What follows belongs to an exercise in optimizing a design on an open flow for small area and a short achievable clock period; a production flow would make more cautious choices. The RTL was checked by simulation tests, not by an equivalence proof against the original design. Power figures rest on the tool's default switching activity, not on a simulated workload.

red:
// bombGameTop
module bombGameTop (
	input logic DIV_CLK,
	input logic reset,
	input logic gameTick,
	input logic [9:0] stick0X,
	input logic [9:0] stick0Y,
	input logic bomb0,
	input logic [9:0] stick1X,
	input logic [9:0] stick1Y,
	input logic bomb1,
	input logic [9:0] pixelX,
	input logic [9:0] pixelY,
	input logic pixelActive,
	output logic vgaR,
	output logic vgaG,
	output logic vgaB
);
Size in the first run: about 1500 cells after synthesis, ~69 I/O pins, ~0.010 sq mm of cells after synthesis.
==> flow/config.mk <==
export PLATFORM = sky130hd
export DESIGN_NAME = bombGameTop
export DESIGN_NICKNAME = bombGameTop
export VERILOG_FILES = /design/flow/design.v
export SDC_FILE = /design/flow/constraint.sdc
export NUM_CORES = 4
export LEC_CHECK = 0
export CAP_MARGIN = 20
export CORE_MARGIN = 2
export CORE_UTILIZATION = 40
export SLEW_MARGIN = 20
==> flow/constraint.sdc <==
create_clock -name core_clock -period 14.0 [get_ports {DIV_CLK}]
set_input_delay 2.8000 -clock core_clock [delete_from_list [all_inputs] [get_ports {DIV_CLK}]]
set_output_delay 2.8000 -clock core_clock [all_outputs]
set_load 0.01 [all_outputs]
standard.sh (not shown) runs the stock make flow with config.mk's settings and CLKGATE_MAP_FILE= SYNTH_SCRIPT=/design/flow/synth_recipe.tcl, a recipe that flattens the netlist after the stock synthesis.
==> flow/flow/run.sh <==
#!/bin/bash
# Own layout flow. Synthesis is the standard synthesis script, run with
# an area-recovering ABC script (flow/abc.script in place of ORFS's
# abc_speed.script, in a private copy of ORFS's scripts folder), adders left
# to ABC (no Kogge-Stone map, no full-adder cells). Registers are mapped
# before ABC runs, so they are the standard synthesis's. Floorplan, power
# grid, tap cells, placement, CTS and routing are the standard flow,
# with the extra make variables in flow/vars.txt (one per line).
set -euo pipefail
WORK=$PWD
rm -rf "$WORK/synth_scripts"
cp -r "$FLOW_HOME/scripts" "$WORK/synth_scripts"
cp flow/abc.script "$WORK/synth_scripts/abc_speed.script"
bash standard.sh SCRIPTS_DIR="$WORK/synth_scripts" SYNTH_OPERATIONS_ARGS=-booth ADDER_MAP_FILE= synth > synth_flow.log 2>&1
VARS=()
if [[ -f flow/vars.txt ]]; then
	while read -r line; do
		[[ -n "$line" ]] && VARS+=("$line")
	done < flow/vars.txt
fi
bash standard.sh "${VARS[@]}" finish > layout_flow.log 2>&1
==> flow/flow/abc.script <==
strash
&get -n
&fraig -x
&put
scorr
dc2
strash
&get -n
&dch -f
&nf -R 1000
&put
==> flow/flow/vars.txt <==
SETUP_SLACK_MARGIN=8
BUFFER_PORTS_ARGS=-buffer_cell sky130_fd_sc_hd__buf_2
Inputs modified between red and blue:
==> flow/flow/vars.txt <==
SETUP_SLACK_MARGIN=9.5
BUFFER_PORTS_ARGS=-buffer_cell sky130_fd_sc_hd__buf_2
Notes after the runs:
blue: done, clean on timing, DRC and antenna. red → blue: global-route wire length before repair went up by 4.7%, final standard cell utilization of the core now larger, count of boundary I/O pins level.
Here is what was changed in the inputs of green compared with blue.
==> flow/flow/vars.txt <==
SETUP_SLACK_MARGIN=10.5
BUFFER_PORTS_ARGS=-buffer_cell sky130_fd_sc_hd__buf_2
Notes after the runs:
Going from blue to green, number of nets with antenna violations after detailed routing stayed essentially flat, number of clock buffers in the layout rose by 1. On green: ratio of final minimum period to clock period is 1.2 points lower than what blue gave. Relative to blue, setup slack of the worst register-to-register path has decreased by 0.13 ns in green. Changes observed in green relative to blue: delay of the slowest critical-path stage fell by 0.07 ns; final worst slack picked up an extra 0.17 ns; share of total power in the clock network lower; non-clock buffer count increased by 63 relative to the old numbers; cell-internal power +13%. Diff blue -> green: net switching component of the power now sits higher, global-route wire length before repair now sits higher.
--- input diff green..orange ---
==> flow/flow/run.sh <==
#!/bin/bash
# Own layout flow: the standard ORFS flow (standard synthesis, floorplan,
# power grid and tap cells unchanged), with repair_timing aiming for a setup
# slack well above zero so that it speeds up the paths from the input ports.
# flow/vars.txt holds the extra make variables, one per line.
set -euo pipefail
VARS=()
if [[ -f flow/vars.txt ]]; then
	while read -r line; do
		[[ -n "$line" ]] && VARS+=("$line")
	done < flow/vars.txt
fi
bash standard.sh "${VARS[@]}" finish > standard_flow.log 2>&1
==> flow/flow/vars.txt <==
SETUP_SLACK_MARGIN=11
MATCH_CELL_FOOTPRINT=0
removed: flow/flow/abc.script
### Flow results
Going from green to orange, mux share of post-synthesis cell area climbed 1.2 points; wire length of the first global-routing pass rose about 23%. orange vs. green: utilization after layout went down by 4.1 points. Of green and orange, the run reporting the higher number of distinct library cell variants in the gate-level netlist after synthesis was orange.
What purple does differently from orange at the input level:
==> flow/flow/run.sh <==
#!/bin/bash
# Own layout flow. Synthesis is the standard synthesis script, run with
# an area-recovering ABC script (flow/abc.script in place of ORFS's
# abc_speed.script, in a private copy of ORFS's scripts folder), adders left
# to ABC (no Kogge-Stone map, no full-adder cells). Registers are mapped
# before ABC runs, so they are the standard synthesis's. Floorplan, power
# grid, tap cells, placement, CTS and routing are the standard flow,
# with the extra make variables in flow/vars.txt (one per line).
set -euo pipefail
WORK=$PWD
rm -rf "$WORK/synth_scripts"
cp -r "$FLOW_HOME/scripts" "$WORK/synth_scripts"
cp flow/abc.script "$WORK/synth_scripts/abc_speed.script"
bash standard.sh SCRIPTS_DIR="$WORK/synth_scripts" SYNTH_OPERATIONS_ARGS=-booth ADDER_MAP_FILE= synth > synth_flow.log 2>&1
VARS=()
if [[ -f flow/vars.txt ]]; then
	while read -r line; do
		[[ -n "$line" ]] && VARS+=("$line")
	done < flow/vars.txt
fi
bash standard.sh "${VARS[@]}" finish > layout_flow.log 2>&1
==> flow/flow/abc.script (new file) <==
strash
&get -n
&fraig -x
&put
scorr
dc2
strash
&get -n
&dch -f
&nf -R 1000
&put
removed: flow/flow/vars.txt
==> comparison <==
[purple] die area fell 21% relative to orange
orange → purple: worst setup slack shrank by 1.16 ns; final instance count without filler cells shrank by 423.
Initial detailed-routing violation count for purple: 11 up relative to orange
Run comparison: purple slowest cell on the critical path clkdlybuf4s50_1; orange slowest cell on the critical path fa_2
The dominant combinational cell family by area after synthesis comes out simple AND/OR/NAND/NOR gates in one run and compound AO/OA/AOI/OAI gates in the other, namely in purple and orange respectively.

separate check: timing with driven ports:
No port has a modelled driver above. Below, the same layouts with a new extraction and two added sets of constraints. Step 1 (the two cells are an assumption about what drives the block):
set clk [get_ports {DIV_CLK}]
set_driving_cell -lib_cell sky130_fd_sc_hd__clkbuf_16 $clk
set_driving_cell -lib_cell sky130_fd_sc_hd__buf_2 [delete_from_list [all_inputs] $clk]
Step 2 also shifts input and output timing later by t, the mid clock arrival at the registers, as if the neighbouring blocks saw the same clock. Slacks: ideal ports / drivers / drivers and shift; pairs: ideal ports / drivers.
run | t, ns | setup slack, ns | hold WS [ns] | latest minus earliest clock arrival (ns) | worst data-port slew with drivers (ns)
red | 0.401 | 8.411 / 8.431 / 8.030 | 0.534 / 0.534 / 0.534 | 0.012 / 0.011 | 0.05
blue | 0.405 | 9.026 / 9.024 / 8.618 | 0.530 / 0.530 / 0.530 | 0.013 / 0.013 | 0.06
green | 0.405 | 9.198 / 9.184 / 8.779 | 0.520 / 0.520 / 0.520 | 0.012 / 0.013 | 0.09
orange | 0.403 | 8.903 / 8.902 / 8.499 | 0.585 / 0.585 / 0.585 | 0.014 / 0.015 | 0.06
purple | 0.403 | 7.739 / 7.763 / 7.360 | 0.537 / 0.537 / 0.537 | 0.013 / 0.012 | 0.07
After both steps every run listed still meets setup and hold. For green, which loses most, drivers alone change the setup slack by -0.014 ns; drivers and shift together by -0.419 ns.
